Background: an optimization exercise with open tools, aiming at small area, a short achievable clock period and few clock cycles per item. Do not read the settings as production practice. Where RTL was checked, it was by simulation tests only, not by an equivalence proof against the original. Only the layout flow was run in run 2; the RTL was not checked for function there. Power and IR drop assume default switching activity.

==> flow/design.v, too long to show whole: its modules and the start of the top module <==
// module gaussian_elim_engine: 1000 lines
// module gauss_x3: 8 lines
// module gauss_fa: 10 lines
// module gauss_ha: 9 lines
module gaussian_elim_engine (
    input  logic        clk,
    input  logic        rst,
    input  logic        start,
    output logic        busy,
    output logic        done,
    output logic        c_rd_en,
    output logic [3:0]  c_rd_addr,
    input  logic [31:0] c_rd_data,
    output logic        a_rd_en,
    output logic [7:0]  a_rd_addr,
    input  logic [31:0] a_rd_data,
    output logic        b_rd_en,
    output logic [7:0]  b_rd_addr,
    input  logic [31:0] b_rd_data,
    output logic        st_en,
    output logic [7:0]  st_addr,
    output logic [31:0] st_data
);
  // ...
==> flow/run.sh <==
#!/bin/bash
# synth_recipe.tcl (not shown) runs the flow's synth.tcl, then flattens the netlist and writes it again
# the make line also repeats each setting of config.mk as NAME=value (left out here)
make -C /OpenROAD-flow-scripts/flow DESIGN_CONFIG=/design/flow/config.mk WORK_HOME=/design/flow/orfs CLKGATE_MAP_FILE= SYNTH_SCRIPT=/design/flow/synth_recipe.tcl finish
==> flow/config.mk <==
export PLATFORM = sky130hd
export DESIGN_NAME = gaussian_elim_engine
export DESIGN_NICKNAME = gaussian_elim_engine
export VERILOG_FILES = /design/flow/design.v
export SDC_FILE = /design/flow/constraint.sdc
export NUM_CORES = 4
export LEC_CHECK = 0
export CAP_MARGIN = 20
export CORE_MARGIN = 2
export CORE_UTILIZATION = 40
export SETUP_SLACK_MARGIN = 5
export SLEW_MARGIN = 20
export SYNTH_HIERARCHICAL = 1
export SYNTH_MINIMUM_KEEP_SIZE = 0
==> flow/constraint.sdc <==
create_clock -name core_clock -period 10.0 [get_ports {clk}]
set_input_delay 2.0000 -clock core_clock [delete_from_list [all_inputs] [get_ports {clk}]]
set_output_delay 2.0000 -clock core_clock [all_outputs]
set_load 0.01 [all_outputs]
==> results.cfg, run 1 <==
[critical_path]
crit_path_cell_trace = clkdlybuf4s50_1 -> inv_1 -> fa_1 -> ha_4 -> fa_2 -> a211oi_4 -> o21ai_2 -> a32oi_2 -> buf_6 -> o22ai_4 -> a2111oi_4 -> o31ai_1 -> a21oi_1 -> xnor2_1
crit_fanout = 4
cp-start-kind = primary input
reg2reg_depth = 8

[power_and_ir_drop]
p_comb_share_pct = 63.0
comb_cell_power_mw = 3.13
swShare_pct = 46.4

[finish]
final_cells = 2425
seq_area_um2 = 3710
dominant_cells = multi-input gates
areaGrowthSynthToFinish_pct = 15.7
inv_count = 55
n_all_buffers = 207
reg.largest.list = t0_r x32, t1_r x32, x_r x32
clkbuf_count = 18

[clock_tree]
cts_hold_buf = 0
htree_levels = 4
clock_sinks = 185

[synth]
syn-cell-area_um2 = 18200
yosys_warnings = 7
synth-simple-area-share_pct = 7.31
avgSynthCellArea_um2 = 10.4
yosys.cell_count.top_type = xnor2_1
ys_ff_latch = 185

[global_routing]
grt_use_met3_pct = 5.05
grt_max_degree = 37
grt_pass1_wl_um = 82800
grt.busiest_layer = met2

[placed_design]
place_inst = 2388
preCtsSetupSlack_ns = 3.56
gp_congestion = 0.864
placed_area_um2 = 20300

[min_path]
hp-class = flip-flop to flip-flop

[detailed_routing]
wl_per_cell_um = 21.8
topRoutingLayerUsed = met4

[timing]
slew_viol_final = 0
fmax_mhz = 205
tns_ns = 0

[floorplanning]
rows = 78

[outcome]
outcome = no timing/DRC/antenna violations
Testbench counts, summed over its fixed seeds: cycles 16,632, runs 64.
==> inputs of run 2 (changes only) <==
--- a/flow/design.v
+++ b/flow/design.v
@@ -42,129 +42,195 @@
             v2_r    <= 1'b0;
             v3_r    <= 1'b0;
             l1_r    <= 1'b0;
             l2_r    <= 1'b0;
             l3_r    <= 1'b0;
             c_en_r  <= 1'b0;
             st_en_r <= 1'b0;
         end else begin
-            done_r  <= l2_r;
+            done_r  <= l3_r;
             if (start) busy_r <= 1'b1;
-            else if (l2_r) busy_r <= 1'b0;
+            else if (l3_r) busy_r <= 1'b0;
             if (start) iss_r <= 1'b1;
             else if (cnt_r == 8'hff) iss_r <= 1'b0;
             v1_r    <= iss_r;
             v2_r    <= v1_r;
             v3_r    <= v2_r;
             l1_r    <= iss_r && (cnt_r == 8'hff);
             l2_r    <= l1_r;
             l3_r    <= l2_r;
-            c_en_r  <= start || (iss_r && cnt_r != 8'hff);
-            st_en_r <= v1_r && !z1_r;
+            c_en_r  <= iss_r;
+            st_en_r <= v2_r && !z2_r;
         end
     end
     always_ff @(posedge clk) begin
         if (start) cnt_r <= 8'd0;
         else if (iss_r) cnt_r <= cnt_nxt;
         me1_r     <= cnt_me;
         z1_r      <= (cnt_row == 4'd0);
         ad1_r     <= {cnt_row, cnt_col};
         me2_r     <= me1_r;
         f1_r      <= (cnt_row == 4'd15);
         f2_r      <= f1_r;
         f3_r      <= f2_r;
         z2_r      <= z1_r;
         ad2_r     <= ad1_r;
-        c_addr_r  <= start ? 4'd0 : cnt_nxt[4:1];
-        st_addr_r <= ad1_r;
+        c_addr_r  <= cnt_row;
+        st_addr_r <= ad2_r;
     end
     logic [31:0] a_q_r, a2_r, x_r;
     logic [15:0] bo_r, bt_r, bn_r;    
     logic [31:0] t0_r;
     logic [31:0] t1_r;
+    logic [31:0] t2_r;
     wire [31:0] tg0 = t0_r;
     wire [31:0] tg1 = t1_r;
-    wire [31:0] bg = b_rd_data & {32{!(f2_r | !v2_r)}};
+    wire [31:0] tg2 = t2_r;
+    wire [31:0] bg = b_rd_data & {32{!(f3_r | !v3_r)}};
     wire [31:0] cm1 = c_rd_data - 32'd1;
     wire [32:0] cx = {cm1, 1'b0};
     logic [15:0] bo_d, bt_d, bn_d;
     always_comb begin
         for (int i = 0; i < 16; i++) begin
             bo_d[i] = cx[2*i+1] ^ cx[2*i];
             bt_d[i] = (cx[2*i+2] & ~cx[2*i+1] & ~cx[2*i]) | (~cx[2*i+2] & cx[2*i+1] & cx[2*i]);
             bn_d[i] = cx[2*i+2] & ~(cx[2*i+1] & cx[2*i]);
         end
     end
+    wire us466, uc467;
+    gauss_ha i_us466 (.a(~a_q_r[0]), .b(tg0[0]), .s(us466), .co(uc467));
+    wire us468, uc469;
+    gauss_fa i_us468 (.a(~a_q_r[1]), .b(tg0[1]), .c(tg1[1]), .s(us468), .co(uc469));
+    wire us470, uc471;
+    gauss_fa i_us470 (.a(~a_q_r[2]), .b(tg0[2]), .c(tg1[2]), .s(us470), .co(uc471));
+    wire us472, uc473;
+    gauss_fa i_us472 (.a(~a_q_r[3]), .b(tg0[3]), .c(tg1[3]), .s(us472), .co(uc473));
+    wire us474, uc475;
+    gauss_fa i_us474 (.a(~a_q_r[4]), .b(tg0[4]), .c(tg1[4]), .s(us474), .co(uc475));
+    wire us476, uc477;
+    gauss_fa i_us476 (.a(~a_q_r[5]), .b(tg0[5]), .c(tg1[5]), .s(us476), .co(uc477));
+    wire us478, uc479;
+    gauss_fa i_us478 (.a(~a_q_r[6]), .b(tg0[6]), .c(tg1[6]), .s(us478), .co(uc479));
+    wire us480, uc481;
+    gauss_fa i_us480 (.a(~a_q_r[7]), .b(tg0[7]), .c(tg1[7]), .s(us480), .co(uc481));
+    wire us482, uc483;
+    gauss_fa i_us482 (.a(~a_q_r[8]), .b(tg0[8]), .c(tg1[8]), .s(us482), .co(uc483));
+    wire us484, uc485;
+    gauss_fa i_us484 (.a(~a_q_r[9]), .b(tg0[9]), .c(tg1[9]), .s(us484), .co(uc485));
+    wire us486, uc487;
+    gauss_fa i_us486 (.a(~a_q_r[10]), .b(tg0[10]), .c(tg1[10]), .s(us486), .co(uc487));
+    wire us488, uc489;
+    gauss_fa i_us488 (.a(~a_q_r[11]), .b(tg0[11]), .c(tg1[11]), .s(us488), .co(uc489));
+    wire us490, uc491;
+    gauss_fa i_us490 (.a(~a_q_r[12]), .b(tg0[12]), .c(tg1[12]), .s(us490), .co(uc491));
+    wire us492, uc493;
+    gauss_fa i_us492 (.a(~a_q_r[13]), .b(tg0[13]), .c(tg1[13]), .s(us492), .co(uc493));
+    wire us494, uc495;
+    gauss_fa i_us494 (.a(~a_q_r[14]), .b(tg0[14]), .c(tg1[14]), .s(us494), .co(uc495));
+    wire us496, uc497;
+    gauss_fa i_us496 (.a(~a_q_r[15]), .b(tg0[15]), .c(tg1[15]), .s(us496), .co(uc497));
+    wire us498, uc499;
+    gauss_fa i_us498 (.a(~a_q_r[16]), .b(tg0[16]), .c(tg1[16]), .s(us498), .co(uc499));
+    wire us500, uc501;
+    gauss_fa i_us500 (.a(~a_q_r[17]), .b(tg0[17]), .c(tg1[17]), .s(us500), .co(uc501));
+    wire us502, uc503;
+    gauss_fa i_us502 (.a(~a_q_r[18]), .b(tg0[18]), .c(tg1[18]), .s(us502), .co(uc503));
+    wire us504, uc505;
+    gauss_fa i_us504 (.a(~a_q_r[19]), .b(tg0[19]), .c(tg1[19]), .s(us504), .co(uc505));
+    wire us506, uc507;
+    gauss_fa i_us506 (.a(~a_q_r[20]), .b(tg0[20]), .c(tg1[20]), .s(us506), .co(uc507));
+    wire us508, uc509;
+    gauss_fa i_us508 (.a(~a_q_r[21]), .b(tg0[21]), .c(tg1[21]), .s(us508), .co(uc509));
+    wire us510, uc511;
+    gauss_fa i_us510 (.a(~a_q_r[22]), .b(tg0[22]), .c(tg1[22]), .s(us510), .co(uc511));
+    wire us512, uc513;
+    gauss_fa i_us512 (.a(~a_q_r[23]), .b(tg0[23]), .c(tg1[23]), .s(us512), .co(uc513));
+    wire us514, uc515;
+    gauss_fa i_us514 (.a(~a_q_r[24]), .b(tg0[24]), .c(tg1[24]), .s(us514), .co(uc515));
+    wire us516, uc517;
+    gauss_fa i_us516 (.a(~a_q_r[25]), .b(tg0[25]), .c(tg1[25]), .s(us516), .co(uc517));
+    wire us518, uc519;
+    gauss_fa i_us518 (.a(~a_q_r[26]), .b(tg0[26]), .c(tg1[26]), .s(us518), .co(uc519));
+    wire us520, uc521;
+    gauss_fa i_us520 (.a(~a_q_r[27]), .b(tg0[27]), .c(tg1[27]), .s(us520), .co(uc521));
+    wire us522, uc523;
+    gauss_fa i_us522 (.a(~a_q_r[28]), .b(tg0[28]), .c(tg1[28]), .s(us522), .co(uc523));
+    wire us524, uc525;
+    gauss_fa i_us524 (.a(~a_q_r[29]), .b(tg0[29]), .c(tg1[29]), .s(us524), .co(uc525));
+    wire us526, uc527;
+    gauss_fa i_us526 (.a(~a_q_r[30]), .b(tg0[30]), .c(tg1[30]), .s(us526), .co(uc527));
+    wire us528;
+    gauss_x3 i_us528 (.a(~a_q_r[31]), .b(tg0[31]), .c(tg1[31]), .y(us528));
     wire us529, uc530;
-    gauss_fa i_us529 (.a(~a_rd_data[0]), .b(tg0[0]), .c(tg1[0]), .s(us529), .co(uc530));
+    gauss_ha i_us529 (.a(tg1[0]), .b(tg2[0]), .s(us529), .co(uc530));
     wire us531, uc532;
-    gauss_fa i_us531 (.a(~a_rd_data[1]), .b(tg0[1]), .c(tg1[1]), .s(us531), .co(uc532));
+    gauss_fa i_us531 (.a(tg2[1]), .b(uc467), .c(us468), .s(us531), .co(uc532));
     wire us533, uc534;
-    gauss_fa i_us533 (.a(~a_rd_data[2]), .b(tg0[2]), .c(tg1[2]), .s(us533), .co(uc534));
+    gauss_fa i_us533 (.a(tg2[2]), .b(uc469), .c(us470), .s(us533), .co(uc534));
     wire us535, uc536;
-    gauss_fa i_us535 (.a(~a_rd_data[3]), .b(tg0[3]), .c(tg1[3]), .s(us535), .co(uc536));
+    gauss_fa i_us535 (.a(tg2[3]), .b(uc471), .c(us472), .s(us535), .co(uc536));
     wire us537, uc538;
-    gauss_fa i_us537 (.a(~a_rd_data[4]), .b(tg0[4]), .c(tg1[4]), .s(us537), .co(uc538));
+    gauss_fa i_us537 (.a(tg2[4]), .b(uc473), .c(us474), .s(us537), .co(uc538));
     wire us539, uc540;
-    gauss_fa i_us539 (.a(~a_rd_data[5]), .b(tg0[5]), .c(tg1[5]), .s(us539), .co(uc540));
+    gauss_fa i_us539 (.a(tg2[5]), .b(uc475), .c(us476), .s(us539), .co(uc540));
     wire us541, uc542;
-    gauss_fa i_us541 (.a(~a_rd_data[6]), .b(tg0[6]), .c(tg1[6]), .s(us541), .co(uc542));
+    gauss_fa i_us541 (.a(tg2[6]), .b(uc477), .c(us478), .s(us541), .co(uc542));
     wire us543, uc544;
-    gauss_fa i_us543 (.a(~a_rd_data[7]), .b(tg0[7]), .c(tg1[7]), .s(us543), .co(uc544));
+    gauss_fa i_us543 (.a(tg2[7]), .b(uc479), .c(us480), .s(us543), .co(uc544));
     wire us545, uc546;
-    gauss_fa i_us545 (.a(~a_rd_data[8]), .b(tg0[8]), .c(tg1[8]), .s(us545), .co(uc546));
+    gauss_fa i_us545 (.a(tg2[8]), .b(uc481), .c(us482), .s(us545), .co(uc546));
     wire us547, uc548;
-    gauss_fa i_us547 (.a(~a_rd_data[9]), .b(tg0[9]), .c(tg1[9]), .s(us547), .co(uc548));
+    gauss_fa i_us547 (.a(tg2[9]), .b(uc483), .c(us484), .s(us547), .co(uc548));
     wire us549, uc550;
-    gauss_fa i_us549 (.a(~a_rd_data[10]), .b(tg0[10]), .c(tg1[10]), .s(us549), .co(uc550));
+    gauss_fa i_us549 (.a(tg2[10]), .b(uc485), .c(us486), .s(us549), .co(uc550));
     wire us551, uc552;
-    gauss_fa i_us551 (.a(~a_rd_data[11]), .b(tg0[11]), .c(tg1[11]), .s(us551), .co(uc552));
+    gauss_fa i_us551 (.a(tg2[11]), .b(uc487), .c(us488), .s(us551), .co(uc552));
     wire us553, uc554;
-    gauss_fa i_us553 (.a(~a_rd_data[12]), .b(tg0[12]), .c(tg1[12]), .s(us553), .co(uc554));
+    gauss_fa i_us553 (.a(tg2[12]), .b(uc489), .c(us490), .s(us553), .co(uc554));
     wire us555, uc556;
-    gauss_fa i_us555 (.a(~a_rd_data[13]), .b(tg0[13]), .c(tg1[13]), .s(us555), .co(uc556));
+    gauss_fa i_us555 (.a(tg2[13]), .b(uc491), .c(us492), .s(us555), .co(uc556));
     wire us557, uc558;
-    gauss_fa i_us557 (.a(~a_rd_data[14]), .b(tg0[14]), .c(tg1[14]), .s(us557), .co(uc558));
+    gauss_fa i_us557 (.a(tg2[14]), .b(uc493), .c(us494), .s(us557), .co(uc558));
     wire us559, uc560;
-    gauss_fa i_us559 (.a(~a_rd_data[15]), .b(tg0[15]), .c(tg1[15]), .s(us559), .co(uc560));
+    gauss_fa i_us559 (.a(tg2[15]), .b(uc495), .c(us496), .s(us559), .co(uc560));
     wire us561, uc562;
-    gauss_fa i_us561 (.a(~a_rd_data[16]), .b(tg0[16]), .c(tg1[16]), .s(us561), .co(uc562));
+    gauss_fa i_us561 (.a(tg2[16]), .b(uc497), .c(us498), .s(us561), .co(uc562));
     wire us563, uc564;
-    gauss_fa i_us563 (.a(~a_rd_data[17]), .b(tg0[17]), .c(tg1[17]), .s(us563), .co(uc564));
+    gauss_fa i_us563 (.a(tg2[17]), .b(uc499), .c(us500), .s(us563), .co(uc564));
     wire us565, uc566;
-    gauss_fa i_us565 (.a(~a_rd_data[18]), .b(tg0[18]), .c(tg1[18]), .s(us565), .co(uc566));
+    gauss_fa i_us565 (.a(tg2[18]), .b(uc501), .c(us502), .s(us565), .co(uc566));
     wire us567, uc568;
-    gauss_fa i_us567 (.a(~a_rd_data[19]), .b(tg0[19]), .c(tg1[19]), .s(us567), .co(uc568));
+    gauss_fa i_us567 (.a(tg2[19]), .b(uc503), .c(us504), .s(us567), .co(uc568));
     wire us569, uc570;
-    gauss_fa i_us569 (.a(~a_rd_data[20]), .b(tg0[20]), .c(tg1[20]), .s(us569), .co(uc570));
+    gauss_fa i_us569 (.a(tg2[20]), .b(uc505), .c(us506), .s(us569), .co(uc570));
     wire us571, uc572;
-    gauss_fa i_us571 (.a(~a_rd_data[21]), .b(tg0[21]), .c(tg1[21]), .s(us571), .co(uc572));
+    gauss_fa i_us571 (.a(tg2[21]), .b(uc507), .c(us508), .s(us571), .co(uc572));
     wire us573, uc574;
-    gauss_fa i_us573 (.a(~a_rd_data[22]), .b(tg0[22]), .c(tg1[22]), .s(us573), .co(uc574));
+    gauss_fa i_us573 (.a(tg2[22]), .b(uc509), .c(us510), .s(us573), .co(uc574));
     wire us575, uc576;
-    gauss_fa i_us575 (.a(~a_rd_data[23]), .b(tg0[23]), .c(tg1[23]), .s(us575), .co(uc576));
+    gauss_fa i_us575 (.a(tg2[23]), .b(uc511), .c(us512), .s(us575), .co(uc576));
     wire us577, uc578;
-    gauss_fa i_us577 (.a(~a_rd_data[24]), .b(tg0[24]), .c(tg1[24]), .s(us577), .co(uc578));
+    gauss_fa i_us577 (.a(tg2[24]), .b(uc513), .c(us514), .s(us577), .co(uc578));
     wire us579, uc580;
-    gauss_fa i_us579 (.a(~a_rd_data[25]), .b(tg0[25]), .c(tg1[25]), .s(us579), .co(uc580));
+    gauss_fa i_us579 (.a(tg2[25]), .b(uc515), .c(us516), .s(us579), .co(uc580));
     wire us581, uc582;
-    gauss_fa i_us581 (.a(~a_rd_data[26]), .b(tg0[26]), .c(tg1[26]), .s(us581), .co(uc582));
+    gauss_fa i_us581 (.a(tg2[26]), .b(uc517), .c(us518), .s(us581), .co(uc582));
     wire us583, uc584;
-    gauss_fa i_us583 (.a(~a_rd_data[27]), .b(tg0[27]), .c(tg1[27]), .s(us583), .co(uc584));
+    gauss_fa i_us583 (.a(tg2[27]), .b(uc519), .c(us520), .s(us583), .co(uc584));
     wire us585, uc586;
-    gauss_fa i_us585 (.a(~a_rd_data[28]), .b(tg0[28]), .c(tg1[28]), .s(us585), .co(uc586));
+    gauss_fa i_us585 (.a(tg2[28]), .b(uc521), .c(us522), .s(us585), .co(uc586));
     wire us587, uc588;
-    gauss_fa i_us587 (.a(~a_rd_data[29]), .b(tg0[29]), .c(tg1[29]), .s(us587), .co(uc588));
+    gauss_fa i_us587 (.a(tg2[29]), .b(uc523), .c(us524), .s(us587), .co(uc588));
     wire us589, uc590;
-    gauss_fa i_us589 (.a(~a_rd_data[30]), .b(tg0[30]), .c(tg1[30]), .s(us589), .co(uc590));
+    gauss_fa i_us589 (.a(tg2[30]), .b(uc525), .c(us526), .s(us589), .co(uc590));
     wire us591;
-    gauss_x3 i_us591 (.a(~a_rd_data[31]), .b(tg0[31]), .c(tg1[31]), .y(us591));
-    wire [31:0] s1a = {us591, us589, us587, us585, us583, us581, us579, us577, us575, us573, us571, us569, us567, us565, us563, us561, us559, us557, us555, us553, us551, us549, us547, us545, us543, us541, us539, us537, us535, us533, us531, us529};
-    wire [31:0] s1b = {uc590, uc588, uc586, uc584, uc582, uc580, uc578, uc576, uc574, uc572, uc570, uc568, uc566, uc564, uc562, uc560, uc558, uc556, uc554, uc552, uc550, uc548, uc546, uc544, uc542, uc540, uc538, uc536, uc534, uc532, uc530, 1'b0};
+    gauss_x3 i_us591 (.a(tg2[31]), .b(uc527), .c(us528), .y(us591));
+    wire [31:0] s1a = {uc590, uc588, uc586, uc584, uc582, uc580, uc578, uc576, uc574, uc572, uc570, uc568, uc566, uc564, uc562, uc560, uc558, uc556, uc554, uc552, uc550, uc548, uc546, uc544, uc542, uc540, uc538, uc536, uc534, uc532, uc530, us529};
+    wire [31:0] s1b = {us591, us589, us587, us585, us583, us581, us579, us577, us575, us573, us571, us569, us567, us565, us563, us561, us559, us557, us555, us553, us551, us549, us547, us545, us543, us541, us539, us537, us535, us533, us531, us466};
     wire [31:0] x_d = ~(s1a + s1b);
     wire pp0_0 = ((bo_r[0] & x_r[0]) ^ bn_r[0]);
     wire pp0_1 = (((bo_r[0] & x_r[1]) | (bt_r[0] & x_r[0])) ^ bn_r[0]);
     wire pp0_2 = (((bo_r[0] & x_r[2]) | (bt_r[0] & x_r[1])) ^ bn_r[0]);
     wire pp0_3 = (((bo_r[0] & x_r[3]) | (bt_r[0] & x_r[2])) ^ bn_r[0]);
     wire pp0_4 = (((bo_r[0] & x_r[4]) | (bt_r[0] & x_r[3])) ^ bn_r[0]);
     wire pp0_5 = (((bo_r[0] & x_r[5]) | (bt_r[0] & x_r[4])) ^ bn_r[0]);
     wire pp0_6 = (((bo_r[0] & x_r[6]) | (bt_r[0] & x_r[5])) ^ bn_r[0]);
@@ -907,98 +973,37 @@
     wire ts459, tc460;
     gauss_fa i_ts459 (.a(tc390), .b(ts393), .c(tc392), .s(ts459), .co(tc460));
     wire ts461, tc462;
     gauss_fa i_ts461 (.a(tc394), .b(ts397), .c(tc396), .s(ts461), .co(tc462));
     wire ts463, tc464;
     gauss_fa i_ts463 (.a(tc398), .b(ts401), .c(tc400), .s(ts463), .co(tc464));
     wire ts465;
     gauss_x3 i_ts465 (.a(tc402), .b(ts405), .c(tc404), .y(ts465));
-    wire ts466, tc467;
-    gauss_ha i_ts466 (.a(pp0_0), .b(bn_r[0]), .s(ts466), .co(tc467));
-    wire ts468, tc469;
-    gauss_ha i_ts468 (.a(pp0_1), .b(bg[1]), .s(ts468), .co(tc469));
-    wire ts470, tc471;
-    gauss_fa i_ts470 (.a(bn_r[1]), .b(ts407), .c(bg[2]), .s(ts470), .co(tc471));
-    wire ts472, tc473;
-    gauss_fa i_ts472 (.a(tc408), .b(ts409), .c(bg[3]), .s(ts472), .co(tc473));
-    wire ts474, tc475;
-    gauss_fa i_ts474 (.a(tc410), .b(ts411), .c(bg[4]), .s(ts474), .co(tc475));
-    wire ts476, tc477;
-    gauss_fa i_ts476 (.a(tc412), .b(ts413), .c(bg[5]), .s(ts476), .co(tc477));
-    wire ts478, tc479;
-    gauss_fa i_ts478 (.a(tc414), .b(ts415), .c(bg[6]), .s(ts478), .co(tc479));
-    wire ts480, tc481;
-    gauss_fa i_ts480 (.a(tc416), .b(ts417), .c(ts311), .s(ts480), .co(tc481));
-    wire ts482, tc483;
-    gauss_fa i_ts482 (.a(tc418), .b(ts315), .c(ts419), .s(ts482), .co(tc483));
-    wire ts484, tc485;
-    gauss_fa i_ts484 (.a(ts319), .b(tc420), .c(ts421), .s(ts484), .co(tc485));
-    wire ts486, tc487;
-    gauss_fa i_ts486 (.a(ts323), .b(tc422), .c(ts423), .s(ts486), .co(tc487));
-    wire ts488, tc489;
-    gauss_fa i_ts488 (.a(ts327), .b(tc424), .c(ts425), .s(ts488), .co(tc489));
-    wire ts490, tc491;
-    gauss_fa i_ts490 (.a(ts331), .b(tc426), .c(ts427), .s(ts490), .co(tc491));
-    wire ts492, tc493;
-    gauss_fa i_ts492 (.a(tc428), .b(ts429), .c(ts335), .s(ts492), .co(tc493));
-    wire ts494, tc495;
-    gauss_fa i_ts494 (.a(tc430), .b(ts339), .c(ts431), .s(ts494), .co(tc495));
-    wire ts496, tc497;
-    gauss_fa i_ts496 (.a(ts343), .b(tc432), .c(ts433), .s(ts496), .co(tc497));
-    wire ts498, tc499;
-    gauss_fa i_ts498 (.a(ts347), .b(tc434), .c(ts435), .s(ts498), .co(tc499));
-    wire ts500, tc501;
-    gauss_fa i_ts500 (.a(ts351), .b(tc436), .c(ts437), .s(ts500), .co(tc501));
-    wire ts502, tc503;
-    gauss_fa i_ts502 (.a(ts355), .b(tc438), .c(ts439), .s(ts502), .co(tc503));
-    wire ts504, tc505;
-    gauss_fa i_ts504 (.a(ts359), .b(tc440), .c(ts441), .s(ts504), .co(tc505));
-    wire ts506, tc507;
-    gauss_fa i_ts506 (.a(ts363), .b(tc442), .c(ts443), .s(ts506), .co(tc507));
-    wire ts508, tc509;
-    gauss_fa i_ts508 (.a(ts367), .b(tc444), .c(ts445), .s(ts508), .co(tc509));
-    wire ts510, tc511;
-    gauss_fa i_ts510 (.a(ts371), .b(tc446), .c(ts447), .s(ts510), .co(tc511));
-    wire ts512, tc513;
-    gauss_fa i_ts512 (.a(ts375), .b(tc448), .c(ts449), .s(ts512), .co(tc513));
-    wire ts514, tc515;
-    gauss_fa i_ts514 (.a(ts379), .b(tc450), .c(ts451), .s(ts514), .co(tc515));
-    wire ts516, tc517;
-    gauss_fa i_ts516 (.a(ts383), .b(tc452), .c(ts453), .s(ts516), .co(tc517));
-    wire ts518, tc519;
-    gauss_fa i_ts518 (.a(ts387), .b(tc454), .c(ts455), .s(ts518), .co(tc519));
-    wire ts520, tc521;
-    gauss_fa i_ts520 (.a(ts391), .b(tc456), .c(ts457), .s(ts520), .co(tc521));
-    wire ts522, tc523;
-    gauss_fa i_ts522 (.a(ts395), .b(tc458), .c(ts459), .s(ts522), .co(tc523));
-    wire ts524, tc525;
-    gauss_fa i_ts524 (.a(ts399), .b(tc460), .c(ts461), .s(ts524), .co(tc525));
-    wire ts526, tc527;
-    gauss_fa i_ts526 (.a(ts403), .b(tc462), .c(ts463), .s(ts526), .co(tc527));
-    wire ts528;
-    gauss_x3 i_ts528 (.a(ts406), .b(tc464), .c(ts465), .y(ts528));
-    wire [31:0] t0_d = {tc527, tc525, tc523, tc521, tc519, tc517, tc515, tc513, tc511, tc509, tc507, tc505, tc503, tc501, tc499, tc497, tc495, tc493, tc491, tc489, tc487, tc485, tc483, tc481, tc479, tc477, tc475, tc473, tc471, tc469, tc467, ts466};
-    wire [31:0] t1_d = {ts528, ts526, ts524, ts522, ts520, ts518, ts516, ts514, ts512, ts510, ts508, ts506, ts504, ts502, ts500, ts498, ts496, ts494, ts492, ts490, ts488, ts486, ts484, ts482, ts480, ts478, ts476, ts474, ts472, ts470, ts468, bg[0]};
+    wire [31:0] t0_d = {tc464, tc462, tc460, tc458, tc456, tc454, tc452, tc450, tc448, tc446, tc444, tc442, tc440, tc438, tc436, tc434, tc432, tc430, tc428, tc426, tc424, tc422, tc420, tc418, tc416, tc414, tc412, tc410, tc408, ts407, pp0_1, pp0_0};
+    wire [31:0] t1_d = {ts465, ts463, ts461, ts459, ts457, ts455, ts453, ts451, ts449, ts447, ts445, ts443, ts441, ts439, ts437, ts435, ts433, ts431, ts429, ts427, ts425, ts423, ts421, ts419, ts417, ts415, ts413, ts411, ts409, bn_r[1], bg[1], bn_r[0]};
+    wire [31:0] t2_d = {ts406, ts403, ts399, ts395, ts391, ts387, ts383, ts379, ts375, ts371, ts367, ts363, ts359, ts355, ts351, ts347, ts343, ts339, ts335, ts331, ts327, ts323, ts319, ts315, ts311, bg[6], bg[5], bg[4], bg[3], bg[2], 1'b0, bg[0]};
     always_ff @(posedge clk) begin
+        a_q_r <= a_rd_data;
         x_r   <= x_d;
-        bo_r  <= (f1_r | !v1_r) ? 16'd0 : me1_r ? bo_d : 16'd1;
-        bt_r  <= (f1_r | !v1_r) ? 16'd0 : bt_d & {16{me1_r}};
-        bn_r  <= (f1_r | !v1_r) ? 16'd0 : me1_r ? bn_d : 16'd1;
+        bo_r  <= (f2_r | !v2_r) ? 16'd0 : me2_r ? bo_d : 16'd1;
+        bt_r  <= (f2_r | !v2_r) ? 16'd0 : bt_d & {16{me2_r}};
+        bn_r  <= (f2_r | !v2_r) ? 16'd0 : me2_r ? bn_d : 16'd1;
         t0_r <= t0_d;
         t1_r <= t1_d;
+        t2_r <= t2_d;
     end
     assign busy      = busy_r;
     assign done      = done_r;
     assign c_rd_en   = c_en_r;
     assign c_rd_addr = c_addr_r;
     assign a_rd_en   = iss_r;
     assign a_rd_addr = {cnt_row, cnt_col};
-    assign b_rd_en   = v1_r;
-    assign b_rd_addr = ad1_r;
+    assign b_rd_en   = v2_r;
+    assign b_rd_addr = ad2_r;
     assign st_en     = st_en_r;
     assign st_addr   = st_addr_r;
     assign st_data   = x_r;
 endmodule
 module gauss_x3 (
     input  logic a,
     input  logic b,
     input  logic c,
==> results.cfg, run 2 <==
[global_routing]
track_usage_pct = 22.4
grt_max_degree = 35
grt_remaining_overflow = 0
grt_pass1_vias = 15400
antenna_found_initial = 0
grt_pass1_wl_um = 89000

[synth]
synth_mux_area_share_pct = 0.251
synthCells = 1874
synth_top_area_share_pct = 25.8
synth-async-reset-ratio_pct = 0
synth_fp_nets = 2307
yosys.cell_count.top_type = xnor2_1
yosys_warnings = 7
synth_compound_area_share_pct = 14.6
avgSynthCellArea_um2 = 10.6
syn-cell-area_um2 = 19900
synth-edff-count = 0
ys_ff_latch = 256
yosys.cell_types.count = 62
synth-adder-area-share_pct = 30.7
ys_top_cells_by_area = fa_1 26%, dfxtp_1 26%, xnor2_1 14%
synthXorXnorAreaFrac_pct = 17.0
dominantRegCellSynth = dfxtp_1
seq_area_frac_synth_pct = 25.7
synthTopCellsByCount = 310 x xnor2_1, 257 x a22oi_1, 257 x fa_1
synth_top_family_by_area = adder cells
synth-simple-area-share_pct = 7.37
yosysTopAreaCell = fa_1

[clock_tree]
clkLatencyLatePin_ns = 0.61
ctsResizeCount = 0
cts_tree = done
htree_levels = 1
clock_sinks = 256
cts-root-buf = clkbuf_16
cts_hold_buf = 0
clock_path_buffers = 3
post_cts.repair.setup_buffers = 0
clkTransAtPathRegs_ns = 0.06
cts_buffers = 31

[critical_path]
worstSetupEndpointType = flip-flop
reg2reg_depth = 11
worstSetupPathType = primary input to flip-flop
cpPeakStageDelay_ns = 0.62
cpMaxStageDelayCell = or4b_1
crit_fanout = 8
worst-path-buf-inv = 2
worstPathRequired_ns = 10.53
crit_path_cell_trace = clkdlybuf4s50_1 -> inv_1 -> ha_1 -> or4b_1 -> nor2_1 -> nand3_1 -> nor4_1 -> xor2_1 -> or3_1 -> a21oi_1
cp-start-kind = primary input
crit_cells = 10
r2r_start = a_q_r[1]
cp.arrival_ns = 4.97
timing.rr.end = x_r[31]
crit_family = simple AND/OR/NAND/NOR gates
rrSetupSlack_ns = 5.72

[placed_design]
io_buffers = 164
dp_hpwl_um = 41400
gp_congestion = 0.880
place_inst = 2574

[detailed_routing]
wl_per_cell_um = 21.7
totalWireLength_um = 57200
dr.pass1.iters = 6
routed-via-count = 14500
dr.first_iter.drc_count = 1135
detail-route-antenna-nets = 0
vias_per_cell = 5.52
drc = 0

[finish]
final_common_cell = xnor2_1
final_nets = 2376
final_cell_mix = 310 x xnor2_1, 257 x a22oi_1, 257 x fa_1
drive_gt1_share_pct = 5.45
areaGrowthSynthToFinish_pct = 15.8
n_antenna_cell = 0
final_cells = 2628

[floorplanning]
rows = 81
die_w_um = 227
die_area_um2 = 51600
die_y_um = 227
core-area_um2 = 49100
start_util_pct = 40.6
ios = 165

[timing]
tns_ns = 0
slew_viol_final = 0
hold_viol = 0
fmax_mhz = 225
tightest_slew_ns = 1.04
final-setup-viol-count = 0
skew_ns = 0.0229
max-slew-margin-rel_pct = 30.5
fin_crit_sh_pct = 44.4
rsz0062_at_grt = false
period_needed_ns = 4.44

[run]
maxCapViolCount = 0

[power_and_ir_drop]
leakagePower_nw = 9.33
powerDensity_nw_per_um2 = 212
peakVddDrop_mv = 0.150

[outcome]
outcome = no timing/DRC/antenna violations

[min_path]
min_from = me1_r
hp-class = flip-flop to flip-flop
min_path_cells = 0
worst_hold_path.endpoint = me2_r
==> run 2: cell types whose count changed after synthesis, moves of 5 or more <==
cell      previous run  this run
nor3_1              20        12
o21bai_1             9         4
o21ai_0             21        29
dfxtp_1            185       256
a21oi_1             53        63
o211ai_1             3         8
nand2_1             54        64
or3_1                9        14
nor4_1               3        11
clkbuf_1           120       128
nand3_1             15        20
==> run 2: power breakdown <==
part	internal (mW)	switching, mW	total (mW)	leakage [nW]
Combinational	0.951	1.40	2.35	6.72
Sequential	1.21	0.184	1.39	2.11
Clock	0.662	0.480	1.14	0.502
==> run 2: cell families (layout without fill, tap and decap cells) <==
kind of cell | Yosys count | after routing
multiplexers | 5 | 5
AO/OA/AOI/OAI | 416 | 416
buffers and inverters | 224 | 314
flip-flops | 256 | 256
adder cells (fa/ha/maj) | 334 | 334
XOR/XNOR | 359 | 359
other | 1 | 1
AND/OR/NAND/NOR | 279 | 279
==> run 2: worst reg2reg max path: stages (launching register included) <==
cell and delay [ns]:
dfxtp_1 0.31, inv_1 0.05, fa_1 0.55, fa_1 0.45
ha_1 0.32, a211oi_1 0.38, o211ai_1 0.35, a31o_2 0.37
a31oi_1 0.70, nor2_1 0.16, o41ai_1 0.42, a311oi_1 0.08
==> run 2: per-module statistics from Yosys, one instance, submodules excluded <==
| module | copies in the design | cells inside | cell area [um2] |
|---|---|---|---|
| gauss_ha | 31 | 1 | 12.5 |
| gauss_fa | 256 | 1 | 20.0 |
| gaussian_elim_engine | 1 | 1571 | 14000 |
| gauss_x3 | 16 | 1 | 23.8 |
==> run 2: routing by layer <==
layer  GRT usage, %  share of wire, %  up-vias
met1           29.2                41     7183
met2           36.1                46      637
met4           10.1               4.6        0
met5              0                 0        -
met3           4.52               7.7      128
li1               -                 -     6551
==> run 2: final cells by class <==
type | instances | area [um2]
clock buffer | 35 | 811
clock inverter | 19 | 214
fill | 4611 | 26000
inverter | 59 | 221
multi-input combinational | 1394 | 13900
sequential | 256 | 5130
tap | 664 | 831
timing repair buffer | 201 | 1920
==> run 2: worst max-delay path by stage <==
stage,start,end
5_1_grt,c_rd_data[0],bt_r[10]
2_1_floorplan,c_rd_data[1],bt_r[12]
3_5_place_dp,c_rd_data[0],bt_r[14]
4_1_cts,c_rd_data[0],bt_r[14]
3_3_place_gp,c_rd_data[0],bt_r[14]
6_report,c_rd_data[0],bt_r[14]
==> run 2: through the flow <==
step           area (um2)  utilization [%]  hold slack, ns  total power [mW]  setup slack, ns
2_1_floorplan       19900                -           0.310              2.90             5.83
3_3_place_gp        22000             44.9           0.312              3.70             5.02
3_5_place_dp        22000             44.9           0.314              3.73             4.94
4_1_cts             23100             47.0           0.329              4.90             5.57
5_1_grt             23100             47.0           0.336              5.20             5.29
6_report            23100             47.0           0.326              4.89             5.56

-- afterwards: timing with drivers on the ports --
The results above use ideal ports. As a check the final layouts listed here were re-extracted and re-timed, cells and wires unchanged. Step 1: set_driving_cell puts a clkbuf_16 on clk and a buf_2 on each other input, an assumption about the parent block. Step 2 adds t to the input delays and takes it off the output delays; t is the mean of the earliest and latest rising clock arrival at the registers after step 1. Input paths then give back, and output paths get back, about the clock's delay inside the block. a / b / c = no drivers / after step 1 / after step 2; a / b = the first two.
run	t (ns)	setup WS [ns]	hold WS [ns]	latest minus earliest clock arrival (ns)	pins driven straight from the clock port
run 1	0.560	5.110 / 5.114 / 4.554	0.355 / 0.355 / 0.355	0.029 / 0.029	1
run 2	0.659	5.559 / 5.593 / 4.935	0.326 / 0.326 / 0.326	0.023 / 0.023	1
After both steps setup and hold are still met in every run listed. For run 2, which loses most, drivers alone change the setup slack by +0.034 ns; drivers and shift together by -0.624 ns.
